From an optimization exercise on the open Yosys and OpenROAD flow, aimed at small area, a short achievable clock period and few clock cycles per item; shortcuts taken in it are not production practice. Where RTL was checked, it was by simulation tests only, not by an equivalence proof against the original. Only the layout flow was run in runs 4 and 7; the RTL was not checked for function there.

==> flow/design.v (outline; a module is shown in full before it is edited, if it fits) <==
// module lrg_mul: 1724 lines
// module lehmer_random_generator: 141 lines
// module lrg_next: 51 lines
module lehmer_random_generator (
  input  logic         clk,
  input  logic         rst_n,
  input  logic         in_tvalid,
  output logic         in_tready,
  input  logic [127:0] in_tdata,
  input  logic [1:0]   in_tuser,
  output logic         out_tvalid,
  input  logic         out_tready,
  output logic [63:0]  out_tdata,
  output logic         out_tuser
);
  // ...
==> flow/run.sh <==
#!/bin/bash
# synth_recipe.tcl (not shown) runs the flow's synth.tcl, then flattens the netlist and writes it again
# the make line also repeats each setting of config.mk as NAME=value (left out here)
make -C /OpenROAD-flow-scripts/flow DESIGN_CONFIG=/design/flow/config.mk WORK_HOME=/design/flow/orfs CLKGATE_MAP_FILE= SYNTH_SCRIPT=/design/flow/synth_recipe.tcl finish
==> flow/config.mk <==
export PLATFORM = sky130hd
export DESIGN_NAME = lehmer_random_generator
export DESIGN_NICKNAME = lehmer_random_generator
export VERILOG_FILES = /design/flow/design.v
export SDC_FILE = /design/flow/constraint.sdc
export NUM_CORES = 4
export LEC_CHECK = 0
export CAP_MARGIN = 20
export CORE_MARGIN = 2
export CORE_UTILIZATION = 40
export SETUP_SLACK_MARGIN = 5
export SLEW_MARGIN = 20
==> flow/constraint.sdc <==
create_clock -name core_clock -period 10.0 [get_ports {clk}]
set_input_delay 2.0000 -clock core_clock [delete_from_list [all_inputs] [get_ports {clk}]]
set_output_delay 2.0000 -clock core_clock [all_outputs]
set_load 0.01 [all_outputs]
==> flow_summary.yaml, run 1 <==
synth:
  syn_area_um2: 52630
  yosys.cell_types.count: 92
  synthMuxAreaShare: 0.01139
  synth-xor-area-share: 0.1117
  yosysMostFrequentCell: "inv_1"
  async_reset_ff_frac: 0
setup_path:
  max_stage_delay_ns: 0.55
  cp_max_fo: 2
drt:
  drt_wl_total_um: 206400
  ant_nets: 0
global_route:
  gr-usage-met3: 0.08893
  grt.met1_usage: 0.3788
  gr-total-overflow: 0
placed_design:
  hpwl_um: 135600
clock_network:
  htree_levels: 2
  numCtsBuffers: 50
  clk_pin_slew_ns: 0.06
status:
  status: "finished clean"
sta:
  post-route-min-period_ns: 5.755
  whs_ns: 0.4187
  rsz0062_at_grt: "yes"
finish:
  multi_input_area_share: 0.6071
  nClkBuffers: 59
floorplanning:
  die_y_um: 366.7
worst_hold_path:
  hold_class: "reg2reg"
Testbench counts, summed over its fixed seeds: cycles 8,024, items 8,000.
==> run 2, diff against run 1 <==
--- a/flow/config.mk
+++ b/flow/config.mk
@@ -9,3 +9,3 @@
 export CORE_MARGIN = 2
-export CORE_UTILIZATION = 40
+export CORE_UTILIZATION = 60
 export SETUP_SLACK_MARGIN = 5
==> run 2 against run 1 <==
Effect of this change: sequential cell count did not move; fmax rose by 0.81%; worst hold slack got worse by 0.0048 ns; die area fell by 33%; global-route usage rose by 12 points; synthesized cell count did not move.
==> flow_summary.yaml, run 2 <==
global_route:
  antenna_found_initial: 4
  track_usage: 0.4208
  grt_pass1_wl_um: 277600
  first_global_vias: 43180
  gr-total-overflow: 0
  grt_max_degree: 196
finish:
  seqCellArea_um2: 12050
  final_common_cell: "inv_1"
  final_cell_count_no_fill: 6635
  reg.largest.list: "pa3 (63), pb3 (62)"
  top_register: "pa3"
  nNetsFinal: 6578
  largest_reg_flops: 63
  final_cell_mix: "inv_1, fa_1, a22oi_1"
  multi_input_area_um2: 37770
  areaGrowthSynthToFinish_pct: 15.22
  nFillCells: 6642
  utilization: 0.6979
  drive_gt1_frac: 0.1360
synth:
  yosys.area.top_type: "fa_1"
  postSynthAreaPerCell_um2: 10.02
  async_reset_ff_frac: 0
  synth_area_leaders: "fa_1, edfxtp_1, ha_1, a22oi_1, inv_1"
  synth_common_cells: "inv_1, fa_1, a22oi_1"
  synth-seq-cells: 409
  yosys.cell_types.count: 92
  yosysWarnings: 2
  synthFlopType: "edfxtp_1"
  synthCells: 5253
  synth_edf_count: 375
  yosysMostFrequentCell: "inv_1"
  syn_area_um2: 52630
  yosysSeqAreaShare: 0.2269
  synth_top_area_frac: 0.2526
  synth_nets: 6394
clock_network:
  root_buffer: "clkbuf_16"
  tritoncts: "built"
  hold_buffers: 0
  numCtsBuffers: 49
  clock_sinks: 409
  cts_buffer_depth: 3
  clk_latency_ns: 0.64
  clk_pin_slew_ns: 0.06
  htree_levels: 2
floorplanning:
  die_y_um: 300.2
  core_um2: 86890
  die-area_um2: 90100
  die_w_um: 300.2
  rows: 108
  pin_count: 201
  start_util: 0.6057
drt:
  dr.pass1.iters: 9
  vias_per_cell: 6.518
  vias: 43250
  wire_per_inst_um: 28.81
  drtIter0Drc: 4798
  drt_wl_total_um: 191100
  ant_nets: 0
  drc: 0
sta:
  skew_ns: 0.03289
  setup_viol: 0
  tightest_slew_ns: 1.083
  fmax_mhz: 175.2
  post-route-min-period_ns: 5.709
  tns_ns: 0
  finalCritPeriodShare: 0.5709
  slew_headroom: 0.2783
  rsz0062_at_grt: "yes"
  final_hold_viol_count: 0
  drv_slew: 0
setup_path:
  arrival_ns: 6.07
  cp-start-kind: "register"
  cp_max_fo: 2
  critPathKind: "reg2reg"
  required_ns: 10.36
  end_kind: "register"
placed_design:
  globalplace.congestion: 1.030
  numPlacedInstances: 6358
  hpwl_um: 129100
  place.port_buffers: 199
worst_hold_path:
  hold_class: "reg2reg"
job:
  cap_viol_max_count: 0
status:
  status: "finished clean"
## run 2: layout make-up
cell class / instances / share of cell area
multi-input combinational: 3612 / 0.6229
sequential: 409 / 0.1987
timing repair buffer: 477 / 0.07081
inverter: 885 / 0.05691
tap: 1155 / 0.02383
clock buffer: 57 / 0.02088
clock inverter: 34 / 0.005096
timing repair inverter: 3 / 0.0008047
antenna: 3 / 0.0001238
## run 2: worst paths after layout
path	start	endpoint	slack, ns	cells after the start
max	pa3[15]$_DFFE_PP_	k4[0]$_DFFE_PP_	4.29	23
min	low2[31]$_SDFFCE_PN0P_	low3[31]$_DFFE_PP_	0.41	0
max reg2reg	pa3[15]$_DFFE_PP_	k4[0]$_DFFE_PP_	4.29	23
min reg2reg	low2[31]$_SDFFCE_PN0P_	low3[31]$_DFFE_PP_	0.41	0
## run 2: critical path, stage by stage (launching register included)
cell and delay, ns:
edfxtp_1 0.42, ha_1 0.33, a21o_1 0.17, a21o_1 0.17, a21o_1 0.16, a21oi_1 0.15
o21ai_0 0.15, a31oi_2 0.40, o21ai_0 0.25, nand2b_1 0.14, nand3_2 0.11, mux2_4 0.33
ha_4 0.21, nor2b_1 0.11, o21bai_1 0.10, a211oi_2 0.19, nand4_1 0.14, nor4_2 0.30
nand4_1 0.15, a211oi_2 0.20, o2111a_1 0.20, nand4_1 0.12, nor4_4 0.39, fa_2 0.55
## run 2: layer usage
layer | part of all wire | global-route usage | up-vias
met3 | 0.13 | 0.1366 | 835
met1 | 0.35 | 0.5246 | 21270
met2 | 0.44 | 0.6421 | 2959
li1 | - | - | 18170
met4 | 0.077 | 0.2493 | 6
met5 | 0.00035 | 0 | -
## run 2: cells by family after synthesis
group | share of synthesized area
buf+inv | 0.08827
compound gates | 0.1577
fa+ha+maj | 0.3341
simple gates | 0.06997
xor+xnor | 0.1117
flops | 0.2269
mux | 0.01139
## run 2: per-stage QoR
stage	area [µm²]	setup WS (ns)	hold slack (ns)
final	60640	4.291	0.4139
after global routing	60640	4.032	0.4259
after CTS	59420	4.206	0.4151
after detailed placement	55630	3.711	0.4045
after global placement	55630	3.718	0.4030
after floorplan	52770	4.747	0.4003
## run 2: repair_timing
item / CTS / global route
hold endpoints to repair: 0 / 0
resized for setup: 336 / 235
setup buffers: 130 / 48
setup endpoints to repair: 128 / 109
pin swaps: 88 / 107
cloned: 5 / 0
==> module lehmer_random_generator, before the edit <==
module lehmer_random_generator (
  input  logic         clk,
  input  logic         rst_n,
  input  logic         in_tvalid,
  output logic         in_tready,
  input  logic [127:0] in_tdata,
  input  logic [1:0]   in_tuser,
  output logic         out_tvalid,
  input  logic         out_tready,
  output logic [63:0]  out_tdata,
  output logic         out_tuser
);
  localparam logic [30:0] MOD = lrg_pkg::LRG_MOD;
  logic v4;
  logic adv;
  assign adv = !v4 || out_tready;
  assign in_tready = adv;
  logic [1:0]  op;
  logic [31:0] seed_in, lo_in, hi_in;
  logic [30:0] thr_in;
  assign op      = in_tuser;
  assign seed_in = in_tdata[31:0];
  assign thr_in  = in_tdata[62:32];
  assign lo_in   = in_tdata[94:63];
  assign hi_in   = in_tdata[126:95];
  logic [30:0] st;      
  logic [30:0] stm;     
  logic        bad, ld_seed, ld_next;
  logic [31:0] mag;
  logic [30:0] seedv;
  logic [30:0] nx;
  logic [30:0] st_nxt;
  assign bad     = $signed(lo_in) > $signed(hi_in);
  assign ld_seed = in_tvalid && (op == lrg_pkg::OP_SEED);
  assign ld_next = in_tvalid && (op != lrg_pkg::OP_SEED) && !((op == lrg_pkg::OP_RANGE) && bad);
  assign mag     = seed_in[31] ? (32'd0 - seed_in) : seed_in;
  assign seedv   = (mag >= {1'b0, MOD}) ? 31'(mag - {1'b0, MOD}) : mag[30:0];
  lrg_next u_next (.s(st), .n(nx));
  always_comb begin
    if (ld_seed)      st_nxt = seedv;
    else if (ld_next) st_nxt = nx;
    else              st_nxt = st;
  end
  logic [32:0] span;
  logic [34:0] bx;
  logic [16:0] neg1, one1, two1;
  assign span = {hi_in[31], hi_in} - {lo_in[31], lo_in} + 33'd1;
  assign bx = {1'b0, span, 1'b0};
  always_comb begin
    for (int i = 0; i < 17; i++) begin
      neg1[i] = bx[2*i+2];
      one1[i] = bx[2*i+1] ^ bx[2*i];
      two1[i] = (bx[2*i+2] & ~bx[2*i+1] & ~bx[2*i]) | (~bx[2*i+2] & bx[2*i+1] & bx[2*i]);
    end
  end
  logic        v2;
  logic [1:0]  op2;
  logic        err2;
  logic [16:0] neg2, one2, two2;
  logic [31:0] low2;    
  always_ff @(posedge clk) begin
    if (!rst_n) begin
      st  <= lrg_pkg::LRG_INIT;
      v2  <= 1'b0;
    end else if (adv) begin
      st  <= st_nxt;
      v2  <= in_tvalid;
    end
    if (adv) begin
      stm  <= st_nxt;
      op2  <= op;
      err2 <= (op == lrg_pkg::OP_RANGE) && bad;
      neg2 <= neg1;
      one2 <= one1;
      two2 <= two1;
      low2 <= op[0] ? lo_in : {1'b0, thr_in};
    end
  end
  logic [62:0] pa, pb;
  lrg_mul u_mul (.a(stm), .neg(neg2), .one(one2), .two(two2), .ca(pa), .cb(pb));
  logic        v3;
  logic        rng3, err3, coin3;
  logic [30:0] st3;
  logic [31:0] low3;
  logic [62:0] pa3, pb3;
  always_ff @(posedge clk) begin
    if (!rst_n) v3 <= 1'b0;
    else if (adv) v3 <= v2;
    if (adv) begin
      rng3  <= (op2 == lrg_pkg::OP_RANGE) && !err2;
      err3  <= err2;
      coin3 <= (op2 == lrg_pkg::OP_BERN) && (stm < low2[30:0]);
      st3   <= stm;
      low3  <= low2;
      pa3   <= pa;
      pb3   <= pb;
    end
  end
  logic [30:0] lsum;
  logic [61:0] msum;
  logic        cl, ch, x62, ones, t3;
  logic [32:0] r3;
  logic        d1, d2, d3, dd;
  logic [1:0]  j3;
  logic [2:0]  k3;
  logic [31:0] hu0;
  assign {cl, lsum} = {1'b0, pa3[30:0]} + {1'b0, pb3[30:0]};
  assign {ch, msum} = {1'b0, pa3[61:0]} + {1'b0, pb3[61:0]};
  assign x62  = pa3[62] ^ pb3[62] ^ ch;
  assign ones = &(pa3[61:0] ^ pb3[61:0]);
  assign t3   = x62 | ones;
  assign r3   = {2'b0, pa3[30:0]} + {2'b0, pb3[30:0]} + {2'b0, pa3[61:31]} + {2'b0, pb3[61:31]};
  assign d1 = &r3[30:0];
  assign d2 = &r3[30:1];
  assign d3 = (&r3[30:2]) & (r3[1] | r3[0]);
  assign j3 = {1'b0, cl} + {1'b0, t3};
  assign dd = (j3 == 2'd0) ? d1 : ((j3 == 2'd1) ? d2 : d3);
  assign k3 = {2'b0, x62} + {1'b0, r3[32:31]} + {2'b0, dd} - {2'b0, ch};
  assign hu0 = pa3[62:31] + pb3[62:31] + low3;
  logic        err4, coin4, rng4;
  logic [30:0] st4;
  logic [31:0] hu4;
  logic [1:0]  k4;
  always_ff @(posedge clk) begin
    if (!rst_n) v4 <= 1'b0;
    else if (adv) v4 <= v3;
    if (adv) begin
      err4  <= err3;
      coin4 <= coin3;
      rng4  <= rng3;
      st4   <= st3;
      hu4   <= hu0;
      k4    <= k3[1:0];
    end
  end
  logic [31:0] rv;
  assign rv = hu4 + {30'd0, k4};
  assign out_tvalid = v4;
  assign out_tdata  = {rng4 ? rv : 32'd0, coin4, st4};
  assign out_tuser  = err4;
endmodule
==> run 3, diff against run 2 <==
--- a/flow/design.v
+++ b/flow/design.v
@@ -1837,6 +1837,5 @@
   logic [61:0] msum;
-  logic        cl, ch, x62, ones, t3;
+  logic        cl, ch, ones;
   logic [32:0] r3;
-  logic        d1, d2, d3, dd;
-  logic [1:0]  j3;
+  logic        d1, d2, d3;
   logic [2:0]  k3;
@@ -1845,6 +1844,15 @@
   assign {ch, msum} = {1'b0, pa3[61:0]} + {1'b0, pb3[61:0]};
-  assign x62  = pa3[62] ^ pb3[62] ^ ch;
   assign ones = &(pa3[61:0] ^ pb3[61:0]);
-  assign t3   = x62 | ones;
-  assign r3   = {2'b0, pa3[30:0]} + {2'b0, pb3[30:0]} + {2'b0, pa3[61:31]} + {2'b0, pb3[61:31]};
+  logic [32:0] ra, rb, rc, rd, rs1, rc1, rs2, rc2;
+  always_comb begin
+    ra  = {2'b0, pa3[30:0]};
+    rb  = {2'b0, pb3[30:0]};
+    rc  = {2'b0, pa3[61:31]};
+    rd  = {2'b0, pb3[61:31]};
+    rs1 = ra ^ rb ^ rc;
+    rc1 = {(ra[31:0] & rb[31:0]) | (ra[31:0] & rc[31:0]) | (rb[31:0] & rc[31:0]), 1'b0};
+    rs2 = rs1 ^ rc1 ^ rd;
+    rc2 = {(rs1[31:0] & rc1[31:0]) | (rs1[31:0] & rd[31:0]) | (rc1[31:0] & rd[31:0]), 1'b0};
+  end
+  assign r3   = rs2 + rc2;
   assign d1 = &r3[30:0];
@@ -1852,6 +1860,16 @@
   assign d3 = (&r3[30:2]) & (r3[1] | r3[0]);
-  assign j3 = {1'b0, cl} + {1'b0, t3};
-  assign dd = (j3 == 2'd0) ? d1 : ((j3 == 2'd1) ? d2 : d3);
-  assign k3 = {2'b0, x62} + {1'b0, r3[32:31]} + {2'b0, dd} - {2'b0, ch};
-  assign hu0 = pa3[62:31] + pb3[62:31] + low3;
+  logic        xp, t0, t1, dd0, dd1;
+  logic [2:0]  k0, k1;
+  assign xp  = pa3[62] ^ pb3[62];
+  assign t0  = xp | ones;
+  assign t1  = ~xp | ones;
+  assign dd0 = t0 ? (cl ? d3 : d2) : (cl ? d2 : d1);
+  assign dd1 = t1 ? (cl ? d3 : d2) : (cl ? d2 : d1);
+  assign k0  = {2'b0, xp} + {1'b0, r3[32:31]} + {2'b0, dd0};
+  assign k1  = {2'b0, ~xp} + {1'b0, r3[32:31]} + {2'b0, dd1} - 3'd1;
+  assign k3  = ch ? k1 : k0;
+  logic [31:0] hs, hc;
+  assign hs  = pa3[62:31] ^ pb3[62:31] ^ low3;
+  assign hc  = {(pa3[61:31] & pb3[61:31]) | (pa3[61:31] & low3[30:0]) | (pb3[61:31] & low3[30:0]), 1'b0};
+  assign hu0 = hs + hc;
   logic        err4, coin4, rng4;
--- a/flow/config.mk
+++ b/flow/config.mk
@@ -7,2 +7,3 @@
 export LEC_CHECK = 0
+export ABC_AREA = 1
 export CAP_MARGIN = 20
==> run 3 against run 2 <==
Effect of this change: still clean on timing, DRC and antenna; cell count is 15% higher; design area is 1.3% higher; wire length is 6.0% higher; clock-buffer cell count is 1 higher; critical path type is now reg2out.
==> flow_summary.yaml, run 3 <==
global_route:
  gr-usage-met3: 0.1438
  grt_max_degree: 89
  track_usage: 0.4334
  first_global_vias: 46450
  grt_pass1_wl_um: 290900
  grt.met1_usage: 0.5422
  gr-total-overflow: 0
  grt_use_met2: 0.6469
  grt-busiest-layer: "met2"
  antenna_found_initial: 6
drt:
  wire_per_inst_um: 26.66
  drtIter0Drc: 6020
  drt_wl_total_um: 202600
  vias: 48110
  vias_per_cell: 6.329
  ant_nets: 0
  drc: 0
  dr.pass1.iters: 10
finish:
  nFillCells: 7082
  seqCellArea_um2: 12060
  final_cell_area_um2: 61410
  reg.largest.list: "pa3 (63), pb3 (62)"
  final_cell_mix: "inv_1, nand2_1, fa_1"
  nNetsFinal: 7538
  top_register: "pa3"
  utilization: 0.6949
  drive_gt1_frac: 0.1026
  final_common_cell: "inv_1"
  multi_input_area_um2: 37180
  areaGrowthSynthToFinish_pct: 14.64
  largest_reg_flops: 63
worst_hold_path:
  hold_class: "reg2reg"
  holdCritStartpoint: "st3[4]$_DFFE_PP_"
setup_path:
  arrival_ns: 3.19
  cp_max_fo: 3
  end_kind: "output pin"
  required_ns: 8.00
  r2r-start: "one2[5]$_DFFE_PP_"
  cp-start-kind: "register"
  startpoint: "k4[1]$_DFFE_PP_"
  critPathKind: "reg2out"
sta:
  tightest_slew_ns: 1.075
  setup_viol: 0
  drv_slew: 0
  slew_headroom: 0.2832
  finalCritPeriodShare: 0.5189
  post-route-min-period_ns: 5.189
  final_hold_viol_count: 0
  final.setup.worst_slack_ns: 4.811
  fmax_mhz: 192.7
  rsz0062_at_grt: "yes"
  skew_ns: 0.05001
  tns_ns: 0
placed_design:
  hpwl_um: 145300
  globalplace.congestion: 1.041
  placed_area_um2: 56670
  place.port_buffers: 199
  post-place-ws_ns: 3.981
clock_network:
  clk_pin_slew_ns: 0.06
  root_buffer: "clkbuf_16"
  hold_buffers: 0
  cts_buffer_depth: 3
  numCtsBuffers: 47
  tritoncts: "built"
  clock_sinks: 409
  htree_levels: 2
  clk_latency_ns: 0.63
synth:
  synth_area_leaders: "fa_1, edfxtp_1, xor2_1, ha_1, inv_1"
  yosys.cell_types.count: 57
  synth-xor-area-share: 0.1004
  synth_edf_count: 375
  synth-seq-cells: 409
  postSynthAreaPerCell_um2: 8.726
  synth_top_area_frac: 0.2481
  synthFlopType: "edfxtp_1"
  yosys.area.top_type: "fa_1"
  synth_nets: 7281
  synthMuxAreaShare: 0.0003971
  synth-compound-area-share: 0.1194
  yosysMostFrequentCell: "inv_1"
  synth_top_family_by_area: "adder cells"
  async_reset_ff_frac: 0
  synth_common_cells: "inv_1, nand2_1, fa_1"
  synth-adder-area-share: 0.3285
  synthCells: 6139
  syn_area_um2: 53570
  yosys.area_share.simple: 0.1284
  yosysWarnings: 2
  yosysSeqAreaShare: 0.2229
job:
  cap_viol_max_count: 0
floorplanning:
  start_util: 0.6062
  rows: 109
  pin_count: 201
  die_y_um: 302.8
  core_um2: 88370
  die_w_um: 302.8
  die-area_um2: 91690
status:
  status: "finished clean"
run 3: cell types whose count changed after synthesis, sizes merged, moves of 86 or more:
cell   before   now
nand3      61   206
nand2     179   874
inv       883  1098
xor2      355   580
a21o       96    10
nor2      128   304
a22oi     498     0
xnor2     316    33
o22ai       7   510
a21oi     156   286
run 3: path summary, 6_finish.rpt:
path / end / slack [ns] / depth (start not counted)
worst min-delay path: st4[4]$_DFFE_PP_ / 0.42 / 0
worst max register to register: pa3[34]$_DFFE_PP_ / 5.02 / 14
worst max-delay path: out_tdata[47] / 4.81 / 17
worst min register to register: st4[4]$_DFFE_PP_ / 0.42 / 0
run 3: stage by stage:
stage               hold WS, ns  std cells
finish                   0.4174       7601
global placement         0.4018       7315
CTS                      0.4191       7486
detailed placement       0.4045       7315
floorplan                0.4003       6139
global route             0.4246       7599
run 3: final cells by class:
type                            count  share of cell area
Clock inverter                     29            0.004279
Timing Repair inverter              3           0.0007946
Tap cell                         1165             0.02374
Timing Repair Buffer              489             0.07638
Clock buffer                       58             0.02033
Antenna cell                        2          0.00008150
Inverter                         1132             0.07264
Multi-Input combinational cell   4314              0.6054
Sequential cell                   409              0.1963
run 3: cell families after synthesis:
group                      Yosys count
buffers and inverters             1416
DFF                                409
and+or+nand+nor                   1595
xor gates and xnor gates           613
adders and majority gates         1008
muxes                                2
AOI/OAI and AO/OA                 1096
run 3: metal layers:
metal,up-vias,routed length [µm]
li1,20590,-
met1,22730,69750
met2,3679,87400
met3,1096,27430
met4,10,17870
met5,-,162
run 3: repair_timing:
item | CTS | global route
resized for setup | 243 | 257
pin swaps | 22 | 75
cloned | 3 | 5
endpoints found under the setup margin | 138 | 104
setup buffers | 81 | 108
run 3: critical path, cell delays in order, from the launching register on:
cell and delay [ns]:
edfxtp_1 0.43, ha_4 0.29, nand2_1 0.04, nand2_1 0.07, nand2_2 0.08, nor3b_4 0.21, nand2_2 0.10, nor2_4 0.13
nand2_1 0.07, nor2_2 0.16, nand2_2 0.09, nor4_4 0.32, buf_4 0.17, buf_6 0.08, buf_6 0.08, buf_6 0.08
nor3_2 0.03, buf_2 0.16
Testbench counts of run 3, summed over its fixed seeds: cycles 8,024, items 8,000.
==> run 4, diff against run 3 <==
--- a/flow/design.v
+++ b/flow/design.v
@@ -1874,3 +1874,3 @@
   assign hu0 = hs + hc;
-  logic        err4, coin4, rng4;
+  logic        err4, coin4;
   logic [30:0] st4;
@@ -1884,6 +1884,5 @@
       coin4 <= coin3;
-      rng4  <= rng3;
       st4   <= st3;
-      hu4   <= hu0;
-      k4    <= k3[1:0];
+      hu4   <= rng3 ? hu0 : 32'd0;
+      k4    <= rng3 ? k3[1:0] : 2'd0;
     end
@@ -1893,3 +1892,3 @@
   assign out_tvalid = v4;
-  assign out_tdata  = {rng4 ? rv : 32'd0, coin4, st4};
+  assign out_tdata  = {rv, coin4, st4};
   assign out_tuser  = err4;
==> run 4 against run 3 <==
Effect of this change: critical path type unchanged; sequential share of layout area down 0.36 points; die area is 0.90% higher; still clean; clock skew rose by 0.0048 ns; area after synthesis is 0.92% higher; via count rose by 1.1%; synthesized cell count rose by 1.8%; fmax is 3.4% lower; critical path depth up 2; largest cell class unchanged.
==> flow_summary.yaml, run 4 <==
synth:
  synthCells: 6247
  synth_area_leaders: "fa_1, edfxtp_1, xor2_1, ha_1, inv_1"
  syn_area_um2: 54060
  async_reset_ff_frac: 0
  synth-seq-cells: 408
  synth_edf_count: 374
  yosysSeqAreaShare: 0.2203
  yosys.cell_types.count: 62
  synth_common_cells: "inv_1, nand2_1, fa_1"
  synth_top_area_frac: 0.2459
  yosysWarnings: 2
  yosys.area.top_type: "fa_1"
  yosysMostFrequentCell: "inv_1"
  synth_nets: 7389
  synthFlopType: "edfxtp_1"
  postSynthAreaPerCell_um2: 8.654
global_route:
  gr-total-overflow: 0
  grt_max_degree: 194
  track_usage: 0.4318
  first_global_vias: 47630
  antenna_found_initial: 7
  grt_pass1_wl_um: 295500
floorplanning:
  rows: 110
  core_um2: 89600
  die_y_um: 304.2
  start_util: 0.6034
  die_w_um: 304.2
  pin_count: 201
  die-area_um2: 92520
clock_network:
  cts_buffer_depth: 3
  clock_sinks: 408
  hold_buffers: 0
  tritoncts: "built"
  clk_latency_ns: 0.65
  clk_pin_slew_ns: 0.06
  htree_levels: 2
  root_buffer: "clkbuf_16"
  numCtsBuffers: 45
drt:
  wire_per_inst_um: 26.39
  drc: 0
  ant_nets: 0
  drt_wl_total_um: 205200
  vias: 48640
  vias_per_cell: 6.257
  dr.pass1.iters: 9
  drtIter0Drc: 6326
sta:
  slew_headroom: 0.2640
  fmax_mhz: 186.1
  drv_slew: 0
  final_hold_viol_count: 0
  setup_viol: 0
  final.setup.worst_slack_ns: 4.627
  rsz0062_at_grt: "yes"
  post-route-min-period_ns: 5.373
  tightest_slew_ns: 1.104
  whs_ns: 0.4174
  finalCritPeriodShare: 0.5373
  tns_ns: 0
  skew_ns: 0.05480
setup_path:
  critPathKind: "reg2out"
  required_ns: 8.00
  r2r-start: "one2[6]$_DFFE_PP_"
  reg2regPathDepth: 14
  cp_max_fo: 2
  arrival_ns: 3.37
  end_kind: "output pin"
  rrSetupSlack_ns: 4.95
  cp-start-kind: "register"
  r2r_end: "pa3[36]$_DFFE_PP_"
placed_design:
  post-place-ws_ns: 4.164
  hpwl_um: 147700
  globalplace.congestion: 1.057
  place.port_buffers: 199
finish:
  drive_gt1_frac: 0.1175
  final_common_cell: "inv_1"
  top_register: "pa3"
  areaGrowthSynthToFinish_pct: 15.41
  reg.largest.list: "pa3 (63), pb3 (62)"
  utilization: 0.6963
  nFillCells: 7128
  nNetsFinal: 7702
  final_cell_mix: "inv_1, nand2_1, fa_1"
  largest_reg_flops: 63
worst_hold_path:
  holdCritStartpoint: "st3[20]$_DFFE_PP_"
  hold_class: "reg2reg"
  hold_end: "st4[20]$_DFFE_PP_"
  min_path_cells: 0
job:
  cap_viol_max_count: 0
status:
  status: "finished clean"
[run 4: changes by cell type after synthesis, sizes merged, moves of 9 or more]
cell	delta
o21ai	-21
a31oi	-10
a21oi	+39
nand2	+23
nand3	-9
nor3	-10
inv	+48
nor2	+71
[run 4: worst max-delay path by stage]
| stage | startpoint | to | slack (ns) |
|---|---|---|---|
| detailed placement | st[4]$_SDFFE_PN1P_ | stm[1]$_DFFE_PP_ | 4.16 |
| floorplan | out_tready | in_tready | 4.79 |
| global route | hu4[0]$_SDFFCE_PN0P_ | out_tdata[60] | 4.46 |
| finish | hu4[0]$_SDFFCE_PN0P_ | out_tdata[60] | 4.63 |
| CTS | hu4[0]$_SDFFCE_PN0P_ | out_tdata[60] | 4.59 |
| global placement | st[4]$_SDFFE_PN1P_ | stm[1]$_DFFE_PP_ | 4.18 |
[run 4: metrics by stage]
stage               std cells  instance area, µm²
floorplan                6247               54100
global route             7773               62380
detailed placement       7431               57150
finish                   7774               62390
global placement         7431               57150
CTS                      7629               60230
[run 4: layout make-up]
cell class,count,area (µm²),share of cell area
multi-input cells,4375,37510,0.6012
inverters,1178,4646,0.07447
diodes,1,2.502,0.00004011
well taps,1176,1471,0.02359
clock inverters,27,272.8,0.004372
flip-flops and latches,408,12020,0.1927
repair inverters,3,22.52,0.0003610
repair buffers,549,5219,0.08365
clock buffers,57,1222,0.01959
[run 4: worst max-delay path, cell delays in order (launching register included)]
cell and delay (ns):
edfxtp_1 0.36, ha_2 0.19, inv_2 0.04, fa_2 0.34, nor2_2 0.11, nand2_2 0.08, nor2_4 0.12, nand3_4 0.09
nor2_4 0.12, nand2_2 0.08, nor2_4 0.10, nand2_2 0.08, nor2_4 0.14, nand3_4 0.08, nor3_4 0.16, nand3_2 0.13
nor2_4 0.15, nand2_2 0.06, xnor2_1 0.17, buf_2 0.16
[run 4: routing by layer]
layer / GRT usage / share of wire / vias up
met5: 0 / 0.00015 / -
met4: 0.2781 / 0.087 / 4
met3: 0.1389 / 0.13 / 1109
met2: 0.6610 / 0.44 / 3501
met1: 0.5279 / 0.34 / 23100
li1: - / - / 20930
[run 4: kinds of logic (layout without fill, tap and decap cells)]
group | Yosys count | after routing | share of synthesized area
mux | 5 | 5 | 0.0009721
compound gates | 1102 | 1102 | 0.1191
other cells | 0 | 1 | 0
buf+inv | 1464 | 1814 | 0.1024
simple gates | 1653 | 1653 | 0.1332
flops | 408 | 408 | 0.2203
xor+xnor | 607 | 607 | 0.09848
fa+ha+maj | 1008 | 1008 | 0.3255
[run 4: what timing repair did]
item	CTS	global route
pin swaps	19	85
gates resized for setup	258	256
buffers inserted	111	138
gates cloned	3	6
setup endpoints to repair	132	125
==> run 5, diff against run 4 <==
--- a/flow/design.v
+++ b/flow/design.v
@@ -1763,3 +1763,2 @@
   logic [30:0] st;      
-  logic [30:0] stm;     
   logic        bad, ld_seed, ld_next;
@@ -1806,3 +1805,2 @@
     if (adv) begin
-      stm  <= st_nxt;
       op2  <= op;
@@ -1816,3 +1814,3 @@
   logic [62:0] pa, pb;
-  lrg_mul u_mul (.a(stm), .neg(neg2), .one(one2), .two(two2), .ca(pa), .cb(pb));
+  lrg_mul u_mul (.a(st), .neg(neg2), .one(one2), .two(two2), .ca(pa), .cb(pb));
   logic        v3;
@@ -1828,4 +1826,4 @@
       err3  <= err2;
-      coin3 <= (op2 == lrg_pkg::OP_BERN) && (stm < low2[30:0]);
-      st3   <= stm;
+      coin3 <= (op2 == lrg_pkg::OP_BERN) && (st < low2[30:0]);
+      st3   <= st;
       low3  <= low2;
--- a/flow/config.mk
+++ b/flow/config.mk
@@ -10,4 +10,4 @@
 export CORE_MARGIN = 2
-export CORE_UTILIZATION = 60
-export SETUP_SLACK_MARGIN = 5
+export CORE_UTILIZATION = 55
+export SETUP_SLACK_MARGIN = 4.5
 export SLEW_MARGIN = 20
==> run 5 against run 4 <==
Effect of this change: still clean on timing, DRC and antenna; design area decreased by 8.3%; via count decreased by 7.7%; synthesized cell count decreased by 4.7%; sequential cell count shrank 31; critical path type is now reg2reg.
==> flow_summary.yaml, run 5 <==
floorplanning:
  die_w_um: 311.4
  start_util: 0.5560
  core_um2: 93470
  rows: 112
  pin_count: 201
  die-area_um2: 96970
  die_y_um: 311.4
drt:
  drt-met1-wl_um: 69580
  drc: 0
  wl_met2_um: 81080
  drtIter0Drc: 4917
  drt_wl_total_um: 194100
  vias: 44920
  wire_per_inst_um: 26.41
  routed.top_layer: "met5"
  ant_nets: 0
  wl_met3_um: 29460
  vias_per_cell: 6.112
  dr.pass1.iters: 7
sta:
  tns_ns: 0
  final.setup.worst_slack_ns: 4.510
  post-route-min-period_ns: 5.490
  final_hold_viol_count: 0
  setup_viol: 0
  rsz0062_at_grt: "yes"
  tightest_slew_ns: 1.211
  drv_slew: 0
  slew_headroom: 0.1926
  skew_ns: 0.06849
  finalCritPeriodShare: 0.5490
  fmax_mhz: 182.2
clock_network:
  root_buffer: "clkbuf_16"
  clk_pin_slew_ns: 0.06
  numCtsBuffers: 45
  cts_buffer_depth: 3
  clock_sinks: 377
  clk_latency_ns: 0.65
  htree_levels: 2
  tritoncts: "built"
synth:
  synth_top_area_frac: 0.2558
  synth-seq-cells: 377
  yosysMostFrequentCell: "inv_1"
  synthFlopType: "edfxtp_1"
  yosys.area.top_type: "fa_1"
  synth_area_leaders: "fa_1, edfxtp_1, xor2_1, ha_1, inv_1"
  synthCells: 5955
  yosysWarnings: 2
  syn_area_um2: 51970
  synth_edf_count: 343
  postSynthAreaPerCell_um2: 8.727
  yosysSeqAreaShare: 0.2113
  async_reset_ff_frac: 0
  synth_nets: 7097
  yosys.cell_types.count: 62
  synth_common_cells: "inv_1, nand2_1, fa_1"
setup_path:
  required_ns: 10.30
  arrival_ns: 5.79
  cp-start-kind: "register"
  cp_max_fo: 24
  end_kind: "register"
  critPathKind: "reg2reg"
global_route:
  grt_pass1_wl_um: 283000
  antenna_found_initial: 12
  first_global_vias: 45280
  gr-total-overflow: 0
  grt_max_degree: 196
  track_usage: 0.3960
finish:
  reg.largest.list: "pa3 (63), pb3 (62)"
  largest_reg_flops: 63
  final_cell_area_um2: 57180
  top_register: "pa3"
  final_common_cell: "inv_1"
  final_cell_count_no_fill: 7349
  multi_input_area_um2: 35880
  final_cell_mix: "inv_1, nand2_1, fa_1"
  nFillCells: 8330
  nNetsFinal: 7194
  drive_gt1_frac: 0.05421
  areaGrowthSynthToFinish_pct: 10.02
  seqCellArea_um2: 11000
placed_design:
  hpwl_um: 144200
  placed_area_um2: 55310
  globalplace.congestion: 0.9825
  place.port_buffers: 199
  post-place-ws_ns: 3.938
  numPlacedInstances: 7241
job:
  cap_viol_max_count: 0
status:
  status: "finished clean"
worst_hold_path:
  hold_class: "reg2reg"
## run 5: cell types whose count changed after synthesis, sizes merged, moves of 22 or more
cell    change
a21oi      -22
buf        +30
clkbuf     -42
edfxtp     -31
inv        -68
nand2      -84
nor2       -59
o21ai      +22
## run 5: worst paths after layout
kind	from	endpoint	slack, ns	cells after the start
setup reg to reg	one2[2]$_DFFE_PP_	pa3[29]$_DFFE_PP_	4.51	13
hold reg to reg	st3[30]$_DFFE_PP_	st4[30]$_DFFE_PP_	0.42	0
setup / recovery	one2[2]$_DFFE_PP_	pa3[29]$_DFFE_PP_	4.51	13
hold / removal	st3[30]$_DFFE_PP_	st4[30]$_DFFE_PP_	0.42	0
## run 5: through the flow
step	hold slack (ns)	util
5_1_grt	0.4162	0.6116
3_5_place_dp	0.4045	0.5917
4_1_cts	0.4165	0.6093
6_report	0.4160	0.6118
2_1_floorplan	0.4003	-
3_3_place_gp	0.4009	0.5917
## run 5: area by class of cell
cell class | count | area share
clock buffer | 53 | 0.02114
inverter | 1106 | 0.07315
timing repair inverter | 1 | 0.00008753
antenna | 8 | 0.0003501
timing repair buffer | 323 | 0.05236
clock inverter | 29 | 0.005580
sequential | 377 | 0.1924
tap | 1254 | 0.02744
multi-input combinational | 4198 | 0.6275
## run 5: what timing repair did
action / 4_1_cts / 5_1_grt
cloned: 1 / 0
resized for setup: 36 / 43
hold buffers: 0 / 0
pin swaps: 8 / 13
endpoints found under the setup margin: 54 / 55
buffers inserted: 7 / 10
## run 5: critical path: stages, from the launching register on
cell	delay, ns
edfxtp_1	0.56
inv_1	0.35
buf_4	0.39
o22ai_1	0.13
xor2_1	0.19
fa_1	0.54
fa_1	0.56
inv_1	0.06
fa_1	0.53
inv_1	0.06
fa_1	0.55
inv_1	0.07
fa_1	0.51
fa_1	0.63
## run 5: kinds of logic after synthesis
group                    Yosys count  share of synthesized area
AND/OR/NAND/NOR                 1467                     0.1212
flip-flops                       377                     0.2113
AO/OA/AOI/OAI                   1106                     0.1240
XOR/XNOR                         612                     0.1037
adder cells (fa/ha/maj)         1008                     0.3386
multiplexers                       5                   0.001059
buffers and inverters           1380                     0.1002
## run 5: metal layers
metal / up-vias / GRT usage
li1: 19660 / -
met3: 801 / 0.1862
met1: 21380 / 0.4762
met5: - / 0.02470
met2: 3060 / 0.5783
met4: 20 / 0.2292
Testbench counts of run 5, summed over its fixed seeds: cycles 8,024, items 8,000.
==> run 6, diff against run 5 <==
--- a/flow/config.mk
+++ b/flow/config.mk
@@ -11,3 +11,3 @@
 export CORE_UTILIZATION = 55
-export SETUP_SLACK_MARGIN = 4.5
+export SETUP_SLACK_MARGIN = 5
 export SLEW_MARGIN = 20
==> run 6 against run 5 <==
Effect of this change: critical path type is now reg2out; fmax increased by 5.3%; cell count up 1.5%; still clean; critical endpoint is now out_tdata[60]; utilization increased by 2.4 points; sequential cell count unchanged; clock skew up 0.0022 ns; die area stayed put.
==> flow_summary.yaml, run 6 <==
status:
  status: "finished clean"
worst_hold_path:
  hold_class: "reg2reg"
  holdCritStartpoint: "st3[14]$_DFFE_PP_"
  min_path_cells: 0
clock_network:
  clock_sinks: 377
  clk_pin_slew_ns: 0.06
  htree_levels: 2
  cts_buffer_depth: 3
  numCtsBuffers: 44
  clk_latency_ns: 0.66
  tritoncts: "built"
  root_buffer: "clkbuf_16"
sta:
  whs_ns: 0.4167
  finalCritPeriodShare: 0.5211
  tightest_slew_ns: 1.210
  setup_viol: 0
  final_hold_viol_count: 0
  tns_ns: 0
  rsz0062_at_grt: "yes"
  fmax_mhz: 191.9
  drv_slew: 0
  skew_ns: 0.07066
  slew_headroom: 0.1861
  final.setup.worst_slack_ns: 4.789
  post-route-min-period_ns: 5.211
global_route:
  antenna_found_initial: 12
  grt_pass1_wl_um: 282900
  first_global_vias: 44780
  gr-total-overflow: 0
  grt_max_degree: 83
  track_usage: 0.3974
floorplanning:
  die_w_um: 311.4
  die-area_um2: 96970
  pin_count: 201
  die_y_um: 311.4
  rows: 112
  start_util: 0.5560
  core_um2: 93470
setup_path:
  arrival_ns: 3.21
  reg2regPathDepth: 16
  startpoint: "hu4[0]$_SDFFCE_PN0P_"
  cp_max_fo: 2
  path_cells: "ha_2, inv_2, fa_2, nand3b_4, nor2_4, nand3_4, nor2_4, nand2_2, nor2_4, nand2_4, nor2_4, nand3_4, nor3_4, nand3_2, nor2_4, nand2_2, xnor2_2, buf_2"
  r2r-start: "st[25]$_SDFFE_PN1P_"
  end_kind: "output pin"
  worst_path_most_repeated_cell: "nor2_4"
  critPathKind: "reg2out"
  max_stage_delay_ns: 0.34
  cp_slowest_cell: "edfxtp_1"
  required_ns: 8.00
  cp-start-kind: "register"
synth:
  synth_common_cells: "inv_1, nand2_1, fa_1"
  yosysSeqAreaShare: 0.2113
  yosys.area.top_type: "fa_1"
  synth-seq-cells: 377
  yosys.cell_types.count: 62
  synth_nets: 7097
  yosysMostFrequentCell: "inv_1"
  async_reset_ff_frac: 0
  synth_area_leaders: "fa_1, edfxtp_1, xor2_1, ha_1, inv_1"
  yosysWarnings: 2
  synth_top_area_frac: 0.2558
  synthFlopType: "edfxtp_1"
  synth_edf_count: 343
  postSynthAreaPerCell_um2: 8.727
  synthCells: 5955
  syn_area_um2: 51970
finish:
  final_cell_area_um2: 59380
  areaGrowthSynthToFinish_pct: 14.26
  multi_input_area_um2: 36620
  utilization: 0.6353
  final_common_cell: "inv_1"
  final_cell_count_no_fill: 7456
  top_register: "pa3"
  drive_gt1_frac: 0.09771
  nFillCells: 8105
  reg.largest.list: "pa3 (63), pb3 (62)"
  final_cell_mix: "inv_1, nand2_1, fa_1"
  largest_reg_flops: 63
  seqCellArea_um2: 11050
  nNetsFinal: 7301
drt:
  drc: 0
  vias_per_cell: 6.124
  vias: 45660
  ant_nets: 0
  wire_per_inst_um: 26.61
  dr.pass1.iters: 7
  drt_wl_total_um: 198400
  drtIter0Drc: 5609
placed_design:
  hpwl_um: 143600
  numPlacedInstances: 7243
  place.port_buffers: 199
  globalplace.congestion: 0.9851
  placed_area_um2: 55310
  post-place-ws_ns: 3.903
job:
  cap_viol_max_count: 0
[run 6: cells by family (layout without fill, tap and decap cells)]
kind of cell / count (synthesis) / count (layout) / share of synthesized area
XOR/XNOR: 612 / 612 / 0.1037
buffers and inverters: 1380 / 1617 / 0.1002
AND/OR/NAND/NOR: 1467 / 1467 / 0.1212
other: 0 / 10 / 0
AO/OA/AOI/OAI: 1106 / 1106 / 0.1240
multiplexers: 5 / 5 / 0.001059
adder cells (fa/ha/maj): 1008 / 1008 / 0.3386
flip-flops: 377 / 377 / 0.2113
[run 6: worst max-delay path, delay by kind of cell, from the launching register on]
| family | cells | cell delay [ns] |
|---|---|---|
| adder cells (fa/ha/maj) | 2 | 0.53 |
| buffers and inverters | 2 | 0.18 |
| XOR/XNOR | 1 | 0.12 |
| flip-flops | 1 | 0.34 |
| AND/OR/NAND/NOR | 13 | 1.43 |
[run 6: final cells by class]
type | instances | share of cell area
Antenna cell | 10 | 0.0004214
Clock buffer | 53 | 0.01983
Clock inverter | 26 | 0.005563
Inverter | 1106 | 0.07168
Multi-Input combinational cell | 4198 | 0.6167
Sequential cell | 377 | 0.1860
Tap cell | 1254 | 0.02642
Timing Repair Buffer | 432 | 0.07335
[run 6: timing repair]
action / 4_1_cts / 5_1_grt
cloned: 1 / 9
hold buffers: 0 / 0
resized for setup: 206 / 242
pin swaps: 25 / 71
endpoints found under the setup margin: 92 / 96
buffers inserted: 37 / 77
[run 6: worst paths after layout]
kind / to / slack (ns)
worst max-delay path: out_tdata[60] / 4.79
worst min-delay path: st4[14]$_DFFE_PP_ / 0.42
worst max register to register: pa3[27]$_DFFE_PP_ / 4.94
worst min register to register: st4[14]$_DFFE_PP_ / 0.42
[run 6: layer usage]
layer  global-route usage  part of all wire
met1               0.4970              0.36
met2               0.5738              0.41
met3               0.1690              0.15
met4               0.2312             0.074
met5                    0            0.0014
==> module lrg_next, before the edit <==
module lrg_next (
  input  logic [30:0] s,
  output logic [30:0] n
);
  localparam logic [30:0] MODV = 31'h7FFF_FFFF;
  logic [30:0] t0, t1, t2, t3, t4, t5;
  assign t0 = {s[14:0], s[30:15]};
  assign t1 = ~{s[16:0], s[30:17]};
  assign t2 = ~{s[20:0], s[30:21]};
  assign t3 = {s[23:0], s[30:24]};
  assign t4 = {s[26:0], s[30:27]};
  assign t5 = ~s;
  logic [30:0] s1, c1, s2, c2, s3, c3, s4, c4, m1, m2, m3, m4;
  always_comb begin
    s1 = t0 ^ t1 ^ t2;
    m1 = (t0 & t1) | (t0 & t2) | (t1 & t2);
    c1 = {m1[29:0], m1[30]};
    s2 = t3 ^ t4 ^ t5;
    m2 = (t3 & t4) | (t3 & t5) | (t4 & t5);
    c2 = {m2[29:0], m2[30]};
    s3 = s1 ^ c1 ^ s2;
    m3 = (s1 & c1) | (s1 & s2) | (c1 & s2);
    c3 = {m3[29:0], m3[30]};
    s4 = s3 ^ c3 ^ c2;
    m4 = (s3 & c3) | (s3 & c2) | (c3 & c2);
    c4 = {m4[29:0], m4[30]};
  end
  logic [30:0] g, p, gg, pp, gn, pn, ci, r;
  always_comb begin
    g  = s4 & c4;
    p  = s4 ^ c4;
    gg = g;
    pp = p;
    for (int d = 1; d < 31; d = d * 2) begin
      gn = gg;
      pn = pp;
      for (int i = d; i < 31; i++) begin
        gn[i] = gg[i] | (pp[i] & gg[i-d]);
        pn[i] = pp[i] & pp[i-d];
      end
      gg = gn;
      pp = pn;
    end
    ci[0] = gg[30];
    for (int i = 1; i < 31; i++) ci[i] = gg[i-1] | (pp[i-1] & gg[30]);
    r = p ^ ci;
  end
  logic zero;
  assign zero = (s == 31'd0) || (s == MODV);
  assign n = r | {31{zero}};
endmodule
==> run 7, diff against run 6 <==
--- a/flow/design.v
+++ b/flow/design.v
@@ -1750,16 +1750,21 @@
   localparam logic [30:0] MOD = lrg_pkg::LRG_MOD;
-  logic v4;
+  logic vo;
   logic adv;
-  assign adv = !v4 || out_tready;
+  assign adv = !vo || out_tready;
   assign in_tready = adv;
-  logic [1:0]  op;
-  logic [31:0] seed_in, lo_in, hi_in;
-  logic [30:0] thr_in;
-  assign op      = in_tuser;
-  assign seed_in = in_tdata[31:0];
-  assign thr_in  = in_tdata[62:32];
-  assign lo_in   = in_tdata[94:63];
-  assign hi_in   = in_tdata[126:95];
-  logic [30:0] st;      
-  logic        bad, ld_seed, ld_next;
+  logic        v1;
+  logic [1:0]  op1;
+  logic [31:0] x1;    
+  logic [31:0] y1;    
+  always_ff @(posedge clk) begin
+    if (!rst_n) v1 <= 1'b0;
+    else if (adv) v1 <= in_tvalid;
+    if (adv) begin
+      op1 <= in_tuser;
+      x1  <= in_tuser[0] ? in_tdata[94:63] : (in_tuser[1] ? {1'b0, in_tdata[62:32]} : in_tdata[31:0]);
+      y1  <= in_tdata[126:95];
+    end
+  end
+  logic [30:0] st;
+  logic        bad1, adv_st;
   logic [31:0] mag;
@@ -1767,19 +1772,16 @@
   logic [30:0] nx;
-  logic [30:0] st_nxt;
-  assign bad     = $signed(lo_in) > $signed(hi_in);
-  assign ld_seed = in_tvalid && (op == lrg_pkg::OP_SEED);
-  assign ld_next = in_tvalid && (op != lrg_pkg::OP_SEED) && !((op == lrg_pkg::OP_RANGE) && bad);
-  assign mag     = seed_in[31] ? (32'd0 - seed_in) : seed_in;
-  assign seedv   = (mag >= {1'b0, MOD}) ? 31'(mag - {1'b0, MOD}) : mag[30:0];
+  assign bad1   = $signed(x1) > $signed(y1);
+  assign adv_st = (op1 != lrg_pkg::OP_SEED) && !((op1 == lrg_pkg::OP_RANGE) && bad1);
+  assign mag    = x1[31] ? (32'd0 - x1) : x1;
+  assign seedv  = (mag >= {1'b0, MOD}) ? 31'(mag - {1'b0, MOD}) : mag[30:0];
   lrg_next u_next (.s(st), .n(nx));
-  always_comb begin
-    if (ld_seed)      st_nxt = seedv;
-    else if (ld_next) st_nxt = nx;
-    else              st_nxt = st;
-  end
-  logic [32:0] span;
+  logic        v2;
+  logic [1:0]  op2;
+  logic        err2;
+  logic [32:0] span1;
   logic [34:0] bx;
   logic [16:0] neg1, one1, two1;
-  assign span = {hi_in[31], hi_in} - {lo_in[31], lo_in} + 33'd1;
-  assign bx = {1'b0, span, 1'b0};
+  logic [16:0] neg2, one2, two2;
+  assign span1 = {y1[31], y1} - {x1[31], x1} + 33'd1;
+  assign bx = {1'b0, span1, 1'b0};
   always_comb begin
@@ -1791,22 +1793,21 @@
   end
-  logic        v2;
-  logic [1:0]  op2;
-  logic        err2;
-  logic [16:0] neg2, one2, two2;
-  logic [31:0] low2;    
+  logic [31:0] low2;
   always_ff @(posedge clk) begin
     if (!rst_n) begin
-      st  <= lrg_pkg::LRG_INIT;
-      v2  <= 1'b0;
+      st <= lrg_pkg::LRG_INIT;
+      v2 <= 1'b0;
     end else if (adv) begin
-      st  <= st_nxt;
-      v2  <= in_tvalid;
+      v2 <= v1;
+      if (v1) begin
+        if (op1 == lrg_pkg::OP_SEED) st <= seedv;
+        else if (adv_st) st <= nx;
+      end
     end
     if (adv) begin
-      op2  <= op;
-      err2 <= (op == lrg_pkg::OP_RANGE) && bad;
-      neg2 <= neg1;
-      one2 <= one1;
-      two2 <= two1;
-      low2 <= op[0] ? lo_in : {1'b0, thr_in};
+      op2   <= op1;
+      err2  <= (op1 == lrg_pkg::OP_RANGE) && bad1;
+      neg2  <= neg1;
+      one2  <= one1;
+      two2  <= two1;
+      low2  <= x1;
     end
@@ -1833,61 +1834,24 @@
   end
-  logic [30:0] lsum;
-  logic [61:0] msum;
-  logic        cl, ch, ones;
-  logic [32:0] r3;
-  logic        d1, d2, d3;
-  logic [2:0]  k3;
-  logic [31:0] hu0;
-  assign {cl, lsum} = {1'b0, pa3[30:0]} + {1'b0, pb3[30:0]};
-  assign {ch, msum} = {1'b0, pa3[61:0]} + {1'b0, pb3[61:0]};
-  assign ones = &(pa3[61:0] ^ pb3[61:0]);
-  logic [32:0] ra, rb, rc, rd, rs1, rc1, rs2, rc2;
-  always_comb begin
-    ra  = {2'b0, pa3[30:0]};
-    rb  = {2'b0, pb3[30:0]};
-    rc  = {2'b0, pa3[61:31]};
-    rd  = {2'b0, pb3[61:31]};
-    rs1 = ra ^ rb ^ rc;
-    rc1 = {(ra[31:0] & rb[31:0]) | (ra[31:0] & rc[31:0]) | (rb[31:0] & rc[31:0]), 1'b0};
-    rs2 = rs1 ^ rc1 ^ rd;
-    rc2 = {(rs1[31:0] & rc1[31:0]) | (rs1[31:0] & rd[31:0]) | (rc1[31:0] & rd[31:0]), 1'b0};
-  end
-  assign r3   = rs2 + rc2;
-  assign d1 = &r3[30:0];
-  assign d2 = &r3[30:1];
-  assign d3 = (&r3[30:2]) & (r3[1] | r3[0]);
-  logic        xp, t0, t1, dd0, dd1;
-  logic [2:0]  k0, k1;
-  assign xp  = pa3[62] ^ pb3[62];
-  assign t0  = xp | ones;
-  assign t1  = ~xp | ones;
-  assign dd0 = t0 ? (cl ? d3 : d2) : (cl ? d2 : d1);
-  assign dd1 = t1 ? (cl ? d3 : d2) : (cl ? d2 : d1);
-  assign k0  = {2'b0, xp} + {1'b0, r3[32:31]} + {2'b0, dd0};
-  assign k1  = {2'b0, ~xp} + {1'b0, r3[32:31]} + {2'b0, dd1} - 3'd1;
-  assign k3  = ch ? k1 : k0;
-  logic [31:0] hs, hc;
-  assign hs  = pa3[62:31] ^ pb3[62:31] ^ low3;
-  assign hc  = {(pa3[61:31] & pb3[61:31]) | (pa3[61:31] & low3[30:0]) | (pb3[61:31] & low3[30:0]), 1'b0};
-  assign hu0 = hs + hc;
-  logic        err4, coin4;
-  logic [30:0] st4;
-  logic [31:0] hu4;
-  logic [1:0]  k4;
+  logic [62:0] x3;
+  logic        t3, c3;
+  logic [31:0] hl3;
+  logic [31:0] rv3;
+  assign x3  = pa3 + pb3;
+  assign t3  = x3[62] | (&x3[61:0]);
+  logic [31:0] lsum;
+  assign lsum = {1'b0, x3[30:0]} + {1'b0, x3[61:31]} + 32'd1 + {31'd0, t3};
+  assign c3  = lsum[31];
+  assign hl3 = x3[62:31] + low3 + {31'd0, t3};
+  assign rv3 = c3 ? (hl3 + 32'd1) : hl3;
+  logic [64:0] res;
+  assign res = {err3, rng3 ? rv3 : 32'd0, coin3, st3};
+  logic [64:0] od;
   always_ff @(posedge clk) begin
-    if (!rst_n) v4 <= 1'b0;
-    else if (adv) v4 <= v3;
-    if (adv) begin
-      err4  <= err3;
-      coin4 <= coin3;
-      st4   <= st3;
-      hu4   <= rng3 ? hu0 : 32'd0;
-      k4    <= rng3 ? k3[1:0] : 2'd0;
-    end
-  end
-  logic [31:0] rv;
-  assign rv = hu4 + {30'd0, k4};
-  assign out_tvalid = v4;
-  assign out_tdata  = {rv, coin4, st4};
-  assign out_tuser  = err4;
+    if (!rst_n) vo <= 1'b0;
+    else if (adv) vo <= v3;
+    if (adv) od <= res;
+  end
+  assign out_tvalid = vo;
+  assign out_tdata  = od[63:0];
+  assign out_tuser  = od[64];
 endmodule
@@ -1897,3 +1861,2 @@
 );
-  localparam logic [30:0] MODV = 31'h7FFF_FFFF;
   logic [30:0] t0, t1, t2, t3, t4, t5;
@@ -1920,25 +1883,11 @@
   end
-  logic [30:0] g, p, gg, pp, gn, pn, ci, r;
-  always_comb begin
-    g  = s4 & c4;
-    p  = s4 ^ c4;
-    gg = g;
-    pp = p;
-    for (int d = 1; d < 31; d = d * 2) begin
-      gn = gg;
-      pn = pp;
-      for (int i = d; i < 31; i++) begin
-        gn[i] = gg[i] | (pp[i] & gg[i-d]);
-        pn[i] = pp[i] & pp[i-d];
-      end
-      gg = gn;
-      pp = pn;
-    end
-    ci[0] = gg[30];
-    for (int i = 1; i < 31; i++) ci[i] = gg[i-1] | (pp[i-1] & gg[30]);
-    r = p ^ ci;
-  end
+  logic [31:0] sum0, sum1;
+  logic [30:0] r;
+  assign sum0 = {1'b0, s4} + {1'b0, c4};
+  assign sum1 = {1'b0, s4} + {1'b0, c4} + 32'd1;
+  assign r    = sum0[31] ? sum1[30:0] : sum0[30:0];
+  localparam logic [30:0] MODV = 31'h7FFF_FFFF;
   logic zero;
   assign zero = (s == 31'd0) || (s == MODV);
-  assign n = r | {31{zero}};
+  assign n = zero ? MODV : r;
 endmodule
--- a/flow/config.mk
+++ b/flow/config.mk
@@ -7,7 +7,5 @@
 export LEC_CHECK = 0
-export ABC_AREA = 1
 export CAP_MARGIN = 20
 export CORE_MARGIN = 2
-export CORE_UTILIZATION = 55
-export SETUP_SLACK_MARGIN = 5
+export CORE_UTILIZATION = 40
 export SLEW_MARGIN = 20
==> run 7 against run 6 <==
Effect of this change: still clean on timing, DRC and antenna; utilization is 19 points lower; worst hold slack worse by 0.0039 ns; area after synthesis is 2.8% higher; wire length is 4.1% lower; synthesized cell count is 10% lower; die area is 41% higher; critical endpoint is now od[63]$_SDFFCE_PN0N_.
==> flow_summary.yaml, run 7 <==
global_route:
  grt_pass1_wl_um: 280900
  grt_max_degree: 158
  track_usage: 0.2753
  first_global_vias: 43870
  antenna_found_initial: 16
  gr-total-overflow: 0
synth:
  yosysMostFrequentCell: "inv_1"
  synth-seq-cells: 442
  synthFlopType: "edfxtp_1"
  synth_common_cells: "inv_1, fa_1, a22oi_1"
  postSynthAreaPerCell_um2: 9.989
  async_reset_ff_frac: 0
  yosysSeqAreaShare: 0.2419
  synth_area_leaders: "edfxtp_1, fa_1, ha_1, a22oi_1, xnor2_1"
  yosys.area.top_type: "edfxtp_1"
  yosys.cell_types.count: 99
  synth_edf_count: 407
  syn_area_um2: 53430
  yosysWarnings: 2
  synth_nets: 6424
  synth_top_area_frac: 0.2287
  synthCells: 5349
drt:
  drc: 0
  drt-met1-wl_um: 74110
  wl_met2_um: 84050
  drt_wl_total_um: 190200
  dr.pass1.iters: 6
  routed.top_layer: "met5"
  vias: 43040
  drtIter0Drc: 5049
  wl_met3_um: 20340
  ant_nets: 0
  wire_per_inst_um: 26.67
  vias_per_cell: 6.035
sta:
  final_hold_viol_count: 0
  tns_ns: 0
  drv_slew: 0
  slew_headroom: 0.2492
  post-route-min-period_ns: 8.701
  skew_ns: 0.04299
  final.setup.worst_slack_ns: 1.299
  rsz0062_at_grt: "no"
  setup_viol: 0
  tightest_slew_ns: 1.125
  finalCritPeriodShare: 0.8701
  fmax_mhz: 114.9
finish:
  reg.largest.list: "od (65), pa3 (63), pb3 (62)"
  final_cell_mix: "inv_1, fa_1, a22oi_1"
  areaGrowthSynthToFinish_pct: 9.880
  final_common_cell: "inv_1"
  nNetsFinal: 6397
  multi_input_area_um2: 36610
  largest_reg_flops: 65
  top_register: "od"
  seqCellArea_um2: 12990
  drive_gt1_frac: 0.05017
  nFillCells: 12580
clock_network:
  cts_buffer_depth: 3
  hold_buffers: 0
  post_cts_buffers: 0
  tritoncts: "built"
  clock_sinks: 442
  numCtsBuffers: 49
  htree_levels: 2
  root_buffer: "clkbuf_16"
  ctsResizeCount: 0
  clk_latency_ns: 0.64
  clk_pin_slew_ns: 0.06
worst_hold_path:
  hold_end: "od[8]$_DFFE_PN_"
  holdCritStartpoint: "st3[8]$_DFFE_PN_"
  min_path_cells: 0
  hold_class: "reg2reg"
floorplanning:
  pin_count: 201
  die-area_um2: 136500
  start_util: 0.4019
  rows: 134
  die_w_um: 369.5
  die_y_um: 369.5
  core_um2: 133000
setup_path:
  cp_max_fo: 6
  crit_family: "compound AO/OA/AOI/OAI gates"
  arrival_ns: 9.19
  end_kind: "register"
  required_ns: 10.49
  r2r_end: "od[63]$_SDFFCE_PN0N_"
  cp_slowest_cell: "nor3_1"
  r2r-start: "pa3[7]$_DFFE_PN_"
  critPathBufInv: 0
  max_stage_delay_ns: 0.72
  cp-start-kind: "register"
  reg2regPathDepth: 27
  critPathKind: "reg2reg"
  rrSetupSlack_ns: 1.30
status:
  status: "finished clean"
placed_design:
  post-place-ws_ns: 1.292
  hpwl_um: 129000
  globalplace.congestion: 0.9343
  place.port_buffers: 199
job:
  cap_viol_max_count: 0
==> run 7: changes by cell type in the layout (fill, tap and decap cells not counted), moves of 151 or more <==
cell	before	now
nand2_1	784	239
xor2_1	567	369
o22ai_1	495	9
xnor2_1	32	375
a22oi_1	0	498
inv_1	1034	667
nor2_1	281	130
==> run 7: area by class of cell <==
cell class,count,area share
diodes,2,0.00008525
flip-flops and latches,442,0.2212
clock inverters,36,0.007331
inverters,673,0.04309
clock buffers,55,0.02127
well taps,1768,0.03768
multi-input cells,3865,0.6235
repair buffers,291,0.04580
==> run 7: worst max-delay path by stage <==
stage | startpoint | endpoint | slack, ns | cells past startpoint
after floorplan | out_tready | st[18]$_SDFFE_PN0P_ | 0.74 | 8
after global placement | pa3[7]$_DFFE_PN_ | od[63]$_SDFFCE_PN0N_ | 1.35 | 27
after detailed placement | pb3[3]$_DFFE_PN_ | od[63]$_SDFFCE_PN0N_ | 1.29 | 27
after CTS | pb3[3]$_DFFE_PN_ | od[63]$_SDFFCE_PN0N_ | 1.25 | 27
after global routing | pa3[7]$_DFFE_PN_ | od[63]$_SDFFCE_PN0N_ | 0.58 | 27
final | pa3[7]$_DFFE_PN_ | od[63]$_SDFFCE_PN0N_ | 1.30 | 27
==> run 7: stage by stage <==
stage          hold slack, ns    util  cell area (µm²)  cells
2_1_floorplan          0.4003       -            53430   5349
3_3_place_gp           0.4018  0.4288            57010   7039
3_5_place_dp           0.4045  0.4288            57010   7039
4_1_cts                0.4045  0.4414            58690   7130
5_1_grt                0.4217  0.4415            58710   7131
6_report               0.4128  0.4416            58710   7132
==> run 7: kinds of logic after synthesis <==
logic type	Yosys count	synth area share
adders and majority gates	941	0.3006
xor gates and xnor gates	745	0.1224
buffers and inverters	1042	0.07339
DFF	442	0.2419
AOI/OAI and AO/OA	1278	0.1683
muxes	49	0.009414
and+or+nand+nor	852	0.08409
==> run 7: worst register-to-register path: stages, from the launching register on <==
cell	delay (ns)
edfxtp_1	0.37
ha_1	0.37
a2111oi_0	0.55
o21a_1	0.26
nor4b_1	0.11
a2111oi_0	0.48
o21bai_1	0.26
a41oi_1	0.54
o21bai_1	0.17
a21o_1	0.23
xor2_1	0.49
and2_1	0.21
nand4_1	0.10
o31a_1	0.39
fa_1	0.45
fa_1	0.43
nor2b_1	0.17
o31a_1	0.22
a21oi_1	0.10
a32oi_1	0.24
xnor2_1	0.14
nand4bb_1	0.30
nor4b_2	0.31
nand2_1	0.17
nor3_1	0.72
nand3_1	0.19
or4_1	0.43
a21boi_1	0.16
==> run 7: per-layer routing <==
layer | global-route usage | up-vias
met3 | 0.06744 | 630
met5 | 0 | -
met1 | 0.3544 | 21330
met2 | 0.4248 | 2564
met4 | 0.1511 | 10
li1 | - | 18510

## separate check: timing with driven ports
In the flow no input, the clock included, has a driving cell. The finished layouts below were timed again as built, in two steps.
Step 1: set_driving_cell puts a clkbuf_16 on clk and a buf_2 on each other input, an assumption about the parent block.
Step 2 moves the port delays by t, midway between the first and last clock arrival at a register: inputs arrive t later, outputs are due t later. That takes back most of the time a late clock gives input paths.
Three values: no drivers, after step 1, after step 2; two values: the first two.
| run | t (ns) | slack for setup (ns) | hold WS [ns] | cell pins on the clock port's net |
|---|---|---|---|---|
| run 1 | 0.742 | 4.245 / 4.245 / 4.245 | 0.419 / 0.419 / 0.419 | 1 |
| run 2 | 0.698 | 4.291 / 4.291 / 4.291 | 0.414 / 0.414 / 0.414 | 1 |
| run 3 | 0.675 | 4.811 / 4.740 / 4.483 | 0.417 / 0.417 / 0.417 | 1 |
| run 4 | 0.694 | 4.627 / 4.550 / 4.411 | 0.417 / 0.417 / 0.417 | 1 |
| run 5 | 0.689 | 4.510 / 4.510 / 4.225 | 0.416 / 0.416 / 0.416 | 1 |
| run 6 | 0.692 | 4.789 / 4.720 / 4.546 | 0.417 / 0.417 / 0.417 | 1 |
| run 7 | 0.701 | 1.299 / 1.299 / 1.299 | 0.413 / 0.413 / 0.413 | 1 |
After both steps setup and hold are still met in every run listed. For run 3, which loses most, drivers alone change the setup slack by -0.071 ns; drivers and shift together by -0.328 ns.
